This design comes from an exercise in tuning for small area on the open sky130 flow, not from production work.
Where RTL was checked, it was by simulation tests only, not by an equivalence proof against the original.
No activity file was given, so power comes from the tool's default toggle rates.

==> job 5100: inputs <==
## bubble_pool
module bubble_pool
#(
   parameter int NUM_SLOTS = 8,
   parameter int MAX_SIZE  = 3,
   parameter int BASE_DIAM = 8,
   parameter int SCREEN_W  = 640,
   parameter int FLOOR_Y   = 440,
   parameter int X_SPEED   = 2,
   parameter int GRAVITY   = 1
)(
   input  logic                          clk,
   input  logic                          reset,
   input  logic                          startOfFrame,
   input  logic                          spawn_valid,
   output logic                          spawn_ready,
   input  logic [2:0]                    spawn_size,
   input  logic [10:0]                   spawn_x,
   input  logic [10:0]                   spawn_y,
   input  logic                          spawn_dir,
   input  logic                          hit_valid,
   input  logic [$clog2(NUM_SLOTS)-1:0]  hit_slot,
   input  logic [10:0]                   pixelX,
   input  logic [10:0]                   pixelY,
   output logic                          drawingRequest,
   output logic [$clog2(NUM_SLOTS)-1:0]  drawSlot,
   output logic [2:0]                    drawSize,
   output logic [10:0]                   offsetX,
   output logic [10:0]                   offsetY,
   output logic [$clog2(NUM_SLOTS):0]    activeCount,
   output logic                          split,
   output logic                          allCleared
);
   localparam int N  = 8;
   localparam int SW = 3;
   localparam logic [1:0] S_IDLE   = 2'd0;
   localparam logic [1:0] S_UPDATE = 2'd1;
  ...
export LEC_CHECK = 0
export CAP_MARGIN = 20
export CORE_MARGIN = 2
export CORE_UTILIZATION = 65
export SLEW_MARGIN = 20
export CTS_ARGS = -sink_clustering_enable -repair_clock_nets -dont_use_dummy_load -buf_list sky130_fd_sc_hd__clkbuf_8 -sink_clustering_size 20 -sink_clustering_max_diameter 50
export BUFFER_PORTS_ARGS = -buffer_cell sky130_fd_sc_hd__buf_1
create_clock -name core_clock -period 10.0 [get_ports {clk}]
standard.sh (not shown) runs the stock make flow with config.mk's settings and CLKGATE_MAP_FILE= SYNTH_SCRIPT=/design/flow/synth_recipe.tcl, a recipe that flattens the netlist after the stock synthesis.
==> flow/flow/run.sh <==
#!/bin/bash
# Layout flow: the standard ORFS flow (standard.sh) with these changes to how the layout
# is built:
#  - synthesis is the standard one (synth_recipe.tcl), but ABC maps the logic with the
#    area-oriented script flow/abc_area.script (read through a scripts folder that is ORFS's
#    own, file for file, except for that script);
#  - clock tree synthesis without dummy load cells;
#  - the smallest buffer for the port buffers.
# Each tool's output goes to a log in this folder (synth.log, standard.log); ORFS also keeps
# its per-step logs under orfs/logs/.
set -euo pipefail
work=$(pwd)
mkdir -p scripts_abc
for f in "$FLOW_HOME"/scripts/*; do
  ln -s "$f" scripts_abc/
done
rm scripts_abc/abc_speed.script
cp flow/abc_area.script scripts_abc/abc_speed.script
cat >> config.mk <<'EOC'
export CTS_ARGS = -sink_clustering_enable -repair_clock_nets -dont_use_dummy_load -buf_list sky130_fd_sc_hd__clkbuf_8 -sink_clustering_size 20 -sink_clustering_max_diameter 50
export BUFFER_PORTS_ARGS = -buffer_cell sky130_fd_sc_hd__buf_1
EOC
bash standard.sh SCRIPTS_DIR="$work/scripts_abc" synth > synth.log 2>&1
bash standard.sh > standard.log 2>&1
==> flow/flow/abc_area.script <==
strash
dch
amap
strash
dch
amap
topo
stime -c
==> job 2712: changes against job 5100 <==
--- a/flow/design.v
+++ b/flow/design.v
@@ -13,54 +13,46 @@
    output logic [1:0]                     size,
    output logic [5:0]                     off_x,
    output logic [5:0]                     off_y
 );
    localparam int SW = $clog2(NUM_SLOTS);
-   function automatic logic [11:0] sub(input logic [10:0] p, input logic [10:0] qn);
-      logic c;
+   function automatic logic in_box(input logic [10:0] p, input logic [10:0] qn,
+                                   input logic [1:0] s);
+      logic [10:0] t;
+      logic        c;
       c = 1'b1;
       for (int k = 0; k < 11; k++) begin
-         sub[k] = p[k] ^ qn[k] ^ c;
-         c      = (p[k] && qn[k]) || (p[k] && c) || (qn[k] && c);
+         t[k] = p[k] ^ qn[k] ^ c;
+         c    = (p[k] && qn[k]) || (p[k] && c) || (qn[k] && c);
       end
-      sub[11] = c;
-   endfunction
-   function automatic logic ok(input logic [11:0] t, input logic [1:0] s);
-      ok = t[11] && (t[10:6] == 5'd0) &&
-           (s == 2'd3 || (!t[5] && (s == 2'd2 || (!t[4] && (s == 2'd1 || !t[3])))));
+      in_box = c && (t[10:6] == 5'd0) &&
+               (s == 2'd3 || (!t[5] && (s == 2'd2 || (!t[4] && (s == 2'd1 || !t[3])))));
    endfunction
    logic [NUM_SLOTS-1:0] cov, win;
-   logic [11:0] tx [NUM_SLOTS];
-   logic [11:0] ty [NUM_SLOTS];
-   logic [2:0]  sxn, syn, hx, hy;
+   logic [5:0] sxn, syn;
    always_comb begin
-      for (int i = 0; i < NUM_SLOTS; i++) begin
-         tx[i]  = sub(px, xns[i*11 +: 11]);
-         ty[i]  = sub(py, yns[i*11 +: 11]);
-         cov[i] = act[i] && ok(tx[i], sizes[i*2 +: 2]) && ok(ty[i], sizes[i*2 +: 2]);
-      end
+      for (int i = 0; i < NUM_SLOTS; i++)
+         cov[i] = act[i] &&
+                  in_box(px, xns[i*11 +: 11], sizes[i*2 +: 2]) &&
+                  in_box(py, yns[i*11 +: 11], sizes[i*2 +: 2]);
    end
    always_comb begin
       hit  = 1'b0;
       slot = '0;
       size = '0;
       sxn  = '0;
       syn  = '0;
-      hx   = '0;
-      hy   = '0;
       for (int i = 0; i < NUM_SLOTS; i++) begin
          win[i] = cov[i] && !hit;
          if (cov[i]) hit = 1'b1;
          if (win[i]) slot = slot | SW'(i);
          size = size | (sizes[i*2 +: 2] & {2{win[i]}});
-         sxn  = sxn | (xns[i*11 +: 3] & {3{win[i]}});
-         syn  = syn | (yns[i*11 +: 3] & {3{win[i]}});
-         hx   = hx | (tx[i][5:3] & {3{win[i]}});
-         hy   = hy | (ty[i][5:3] & {3{win[i]}});
+         sxn  = sxn | (xns[i*11 +: 6] & {6{win[i]}});
+         syn  = syn | (yns[i*11 +: 6] & {6{win[i]}});
       end
-      off_x = {hx, (px[2:0] + sxn + 3'd1) & {3{hit}}};
-      off_y = {hy, (py[2:0] + syn + 3'd1) & {3{hit}}};
+      off_x = (px[5:0] + sxn + 6'd1) & {6{hit}};
+      off_y = (py[5:0] + syn + 6'd1) & {6{hit}};
    end
 endmodule
 module bubble_pool
 #(
    parameter int NUM_SLOTS = 8,
@@ -102,11 +94,11 @@
    logic [N-1:0]    s_act, s_pend, s_dir, s_fresh;
    logic [N*2-1:0]  s_size;
    logic [N*11-1:0] s_xn, s_yn;    
    logic [N*6-1:0]  s_vy;
    logic [1:0]  state;
-   logic [N-1:0] isel;    
+   logic [2:0]  idx;
    logic in_idle, in_upd, in_spl, in_done;
    assign in_idle = (state == S_IDLE);
    assign in_upd  = (state == S_UPDATE);
    assign in_spl  = (state == S_SPLIT);
    assign in_done = (state == S_DONE);
@@ -117,10 +109,15 @@
       for (int i = 0; i < N; i++) begin
          fsel[i]    = below_full && !s_act[i];
          below_full = below_full && s_act[i];
       end
    end
+   logic [N-1:0] isel;
+   always_comb begin
+      for (int i = 0; i < N; i++)
+         isel[i] = (idx == SW'(i));
+   end
    logic              c_act, c_pend, c_dir, c_fresh;
    logic [1:0]        c_size;
    logic [10:0]       c_x, c_y;
    logic signed [5:0] c_vy;
    always_comb begin
@@ -219,11 +216,11 @@
       n_cnt = '0;
       for (int i = 0; i < N; i++)
          n_cnt = n_cnt + {3'd0, s_act[i]};
    end
    logic         hit_go;
-   assign hit_go = hit_valid && !((in_upd || in_spl) && isel[hit_slot]);
+   assign hit_go = hit_valid && !((in_upd || in_spl) && hit_slot == idx);
    always_comb begin
       for (int i = 0; i < N; i++) begin
          n_act[i]   = (fsel[i] && alloc_go) || (s_act[i] && !(isel[i] && do_pop));
          n_pend[i]  = !((fsel[i] && alloc_go) || (isel[i] && in_spl)) &&
                       (s_pend[i] || (hit_go && hit_slot == SW'(i)));
@@ -271,11 +268,11 @@
    assign offsetX  = {5'd0, d_ox};
    assign offsetY  = {5'd0, d_oy};
    always_ff @(posedge clk or posedge reset) begin
       if (reset) begin
          state          <= S_IDLE;
-         isel           <= N'(1);
+         idx            <= '0;
          activeCount    <= '0;
          s_act          <= '0;
          drawingRequest <= 1'b0;
          drawSlot       <= '0;
          d_size         <= '0;
@@ -283,15 +280,15 @@
          d_oy           <= '0;
       end else begin
          case (state)
             S_IDLE:   if (startOfFrame) state <= S_UPDATE;
             S_UPDATE: if (upd_split) state <= S_SPLIT;
-                      else if (isel[N-1]) state <= S_DONE;
-            S_SPLIT:  state <= isel[N-1] ? S_DONE : S_UPDATE;
+                      else if (idx == 3'd7) state <= S_DONE;
+            S_SPLIT:  state <= (idx == 3'd7) ? S_DONE : S_UPDATE;
             default:  state <= S_IDLE;
          endcase
-         if (advance) isel <= {isel[N-2:0], isel[N-1]};
+         if (advance) idx <= idx + 3'd1;
          if (in_done) activeCount <= n_cnt;
          s_act          <= n_act;
          drawingRequest <= h_hit;
          drawSlot       <= h_slot;
          d_size         <= h_size;
==> flow/run.sh (new file) <==
#!/bin/bash
# synth_recipe.tcl (not shown) runs the flow's synth.tcl, then flattens the netlist and writes it again
# the make line also repeats each setting of config.mk as NAME=value (left out here)
make -C /OpenROAD-flow-scripts/flow DESIGN_CONFIG=/design/flow/config.mk WORK_HOME=/design/flow/orfs CLKGATE_MAP_FILE= SYNTH_SCRIPT=/design/flow/synth_recipe.tcl finish
BUFFER_PORTS_ARGS = unset   (was -buffer_cell sky130_fd_sc_hd__buf_1)
CAP_MARGIN = 5   (was 20)
CORE_UTILIZATION = 60   (was 65)
CTS_ARGS = unset   (was -sink_clustering_enable -repair_clock_nets -dont_use_dummy_load -buf_list sky130_fd_sc_hd__clkbuf_8 -sink_clustering_size 20 -sink_clustering_max_diameter 50)
CTS_BUF_LIST = sky130_fd_sc_hd__clkbuf_2   (was unset)
SLEW_MARGIN = 5   (was 20)
removed: flow/flow/run.sh
removed: flow/flow/abc_area.script
removed: flow/standard.sh
==> flow_metrics.tcl <==
set metrics [dict create \
    via_per_inst 7.07 \
    core_region_area_mm2 0.0259 \
    comb.multi_input.count 906 \
    pwr-share-comb_pct 20.4 \
    path_cells "clkinv_1, o22ai_1, nor3_1, o221ai_1, ha_1, clkinv_1, fa_1, fa_1, fa_1, fa_1, fa_1, fa_1, fa_1, fa_1, fa_1, fa_1, ha_1, nand4_1, o31ai_1, nor2_1, clkinv_1, a221oi_1" \
    status "finished clean" \
    max_stage_delay_ns 0.89 \
    start_util_pct 65.7 \
    worstSetupStartpointType "flip-flop" \
    hp-start "s_pend[3]" \
]
# the run above: job 5100

==> flow_metrics.tcl <==
set metrics [dict create \
    status "finished clean" \
    peakVddDrop_v 0.000239 \
    layout_common_cells "248 x edfxtp_1, 144 x fa_1, 121 x inv_1, 108 x clkbuf_2, 106 x nor2_1" \
    core_region_area_mm2 0.0304 \
    pwr-share-comb_pct 57.4 \
    comb.multi_input.count 1038 \
    via_per_inst 6.81 \
    yosysMostFrequentCell "edfxtp_1" \
    max_stage_delay_ns 0.68 \
    maxCapViolCount 0 \
]
# the run above: job 2712

For job 2712, only the layout was checked, not whether the RTL still works.

afterwards: timing with drivers on the ports:
No port has a modelled driver above. Below, the same layouts with a new extraction and two added sets of constraints.
Step 1 sets driving cells, clkbuf_16 on the clock port and buf_2 on the other inputs (assumed; they add their load-dependent delay and slew).
Step 2 adds t to the input delays and takes it off the output delays; t is the mean of the earliest and latest rising clock arrival at the registers after step 1. Input paths then give back, and output paths get back, about the clock's delay inside the block.
a / b / c = ideal ports / drivers / drivers and shift; a / b = the first two.
run	shift t [ns]	setup slack, ns	clock arrival spread, ns
job 5100	0.655	1.335 / 1.335 / 0.869	0.059 / 0.059
job 2712	1.033	1.030 / 1.054 / 0.021	0.094 / 0.094
After both steps every run listed still meets setup and hold. For job 2712, which loses most, drivers alone change the setup slack by +0.024 ns; drivers and shift together by -1.009 ns.
